Source: an optimization exercise on an open RTL-to-GDS flow (aim: small area, a short achievable clock period and few clock cycles). Production flows keep margins and buffers that such runs may drop.
Power and IR drop assume default switching activity.

==> flow/design.v <==
module mesh_top (
    input  logic        clock,
    input  logic        reset,
    input  logic        block_all_paths,
    input  logic [3:0]  req_valid,
    input  logic [71:0] req,
    output logic [3:0]  req_ready,
    output logic [3:0]  recv_valid,
    output logic [3:0]  recv_last,
    output logic [7:0]  recv_src,
    output logic [31:0] recv_data
);
    logic [3:0]      s_vld;
    logic [3:0]      s_last;
    logic [3:0][1:0] s_src;
    logic [3:0][7:0] s_data;
    logic [3:0][7:0] s_left;
    logic [3:0][3:0] take;
    logic [3:0]      ready;    
    logic [3:0]      one;
    logic [3:0][3:0] want;     
    logic [3:0][3:0] grant;    
    logic [3:0]      load;
    logic [3:0]      free_next;
    function automatic [1:0] rank(input int s, input int d);
        case ((s - d) & 3)
            1:       rank = 2'd0;
            3:       rank = 2'd1;
            default: rank = 2'd2;
        endcase
    endfunction
    always_comb
    begin
        for (int s = 0; s < 4; s++)
        begin
            for (int d = 0; d < 4; d++)
            begin
                want[s][d] = (s != d) && req_valid[s] && !ready[s]
                             && req[18*s+16 +: 2] == d;
            end
        end
        for (int d = 0; d < 4; d++)
        begin
            load[d] = take[0][d] || take[1][d] || take[2][d] || take[3][d];
            free_next[d] = !load[d] && (!s_vld[d] || s_last[d] || s_left[d] == 8'd2);
        end
        for (int s = 0; s < 4; s++)
        begin
            for (int d = 0; d < 4; d++)
            begin
                grant[s][d] = want[s][d] && free_next[d] && !block_all_paths;
                for (int o = 0; o < 4; o++)
                begin
                    if (rank(o, d) < rank(s, d) && want[o][d])
                        grant[s][d] = 1'b0;
                end
            end
        end
    end
    always_ff @(posedge clock)
    begin
        for (int s = 0; s < 4; s++)
        begin
            ready[s] <= !reset && |grant[s];
            one[s]   <= req[18*s+8 +: 8] == 8'd1;
            for (int d = 0; d < 4; d++)
            begin
                if (s == d || reset)
                    take[s][d] <= 1'b0;
                else
                    take[s][d] <= grant[s][d];
            end
        end
    end
    always_ff @(posedge clock)
    begin
        for (int d = 0; d < 4; d++)
        begin
            logic       lv;
            logic       l1;
            logic [1:0] ls;
            logic [7:0] ll;
            logic [7:0] lf;
            lv = 1'b0;
            l1 = 1'b0;
            ls = 2'd0;
            ll = 8'd0;
            lf = 8'd0;
            for (int s = 0; s < 4; s++)
            begin
                if (take[s][d])
                begin
                    lv |= req_valid[s];
                    l1 |= one[s];
                    ls |= s[1:0];
                    ll |= req[18*s+8 +: 8];
                    lf |= req[18*s +: 8];
                end
            end
            if (reset)
            begin
                s_vld[d]  <= 1'b0;
                s_last[d] <= 1'b0;
            end
            else if (load[d])
            begin
                s_vld[d]  <= lv;
                s_last[d] <= lv && l1;
            end
            else if (s_last[d])
            begin
                s_vld[d]  <= 1'b0;
                s_last[d] <= 1'b0;
            end
            else if (s_vld[d])
            begin
                s_last[d] <= s_left[d] == 8'd2;
            end
            if (load[d])
            begin
                s_src[d]  <= ls;
                s_data[d] <= lf;
                s_left[d] <= ll;
            end
            else
            begin
                s_data[d] <= s_data[d] + 8'd1;
                s_left[d] <= s_left[d] - 8'd1;
            end
        end
    end
    assign req_ready  = ready;
    assign recv_valid = s_vld;
    assign recv_last  = s_last;
    for (genvar d = 0; d < 4; d++)
    begin : g_out
        assign recv_src[2*d +: 2]  = s_src[d];
        assign recv_data[8*d +: 8] = s_data[d];
    end
endmodule
export LEC_CHECK = 0
export CAP_MARGIN = 20
export CORE_MARGIN = 2
export CORE_UTILIZATION = 40
export SETUP_SLACK_MARGIN = 2.2
export SLEW_MARGIN = 20
export TNS_END_PERCENT = 30
create_clock -name core_clock -period 3.8 [get_ports {clock}]
standard.sh (not shown) runs the stock make flow with config.mk's settings and CLKGATE_MAP_FILE= SYNTH_SCRIPT=/design/flow/synth_recipe.tcl, a recipe that flattens the netlist after the stock synthesis.
==> flow/flow/run.sh <==
#!/bin/bash
# Standard layout with two changes: every port is buffered by a plain buf_1
# (buffer_ports otherwise picks a slow clkdlybuf4s50_1), and clock tree
# synthesis adds no dummy load cells.
set -euo pipefail
bash standard.sh \
    "BUFFER_PORTS_ARGS=-buffer_cell sky130_fd_sc_hd__buf_1" \
    "CTS_ARGS=-sink_clustering_enable -repair_clock_nets -dont_use_dummy_load -buf_list sky130_fd_sc_hd__clkbuf_8" \
    finish > standard_flow.log 2>&1
The first run finished clean.
Then changed:
Settings changed: TNS_END_PERCENT 30 to 10.
Design area shrinks by 3.2%.
Global-route usage came out lower by 0.50 points.
Sequential share of layout area is higher by 0.24 points.
Synthesized area is unchanged.
Power is lower by 7.5%.
Fmax is lower by 2.8%.
No run of this note included a check of the RTL's function; only the layout flow was run.

## what the ideal ports hide
How much do the figures lean on ideal ports? The routed layouts below were timed once more, with nothing changed but the port constraints.
Step 1, drivers: a clkbuf_16 drives clock and a buf_2 each remaining input, both assumed.
Step 2 adds t to the input delays and takes it off the output delays; t is the mean of the earliest and latest rising clock arrival at the registers after step 1. Input paths then give back, and output paths get back, about the clock's delay inside the block.
Slacks: ideal ports / drivers / drivers and shift; pairs: ideal ports / drivers.
| run | t (ns) | setup WS [ns] | worst setup path at the end | worst data-port slew with drivers (ns) | pins driven straight from the clock port |
|---|---|---|---|---|---|
| the first run | 0.388 | 1.949 / 1.949 / 1.580 | input to register | 0.07 | 1 |
| the second run | 0.412 | 1.895 / 1.895 / 1.689 | input to register | 0.07 | 1 |
After both steps setup and hold are still met in every run listed. The setup slack of the first run, which loses most, moves by 0.000 ns with the drivers and by -0.369 ns with both steps.
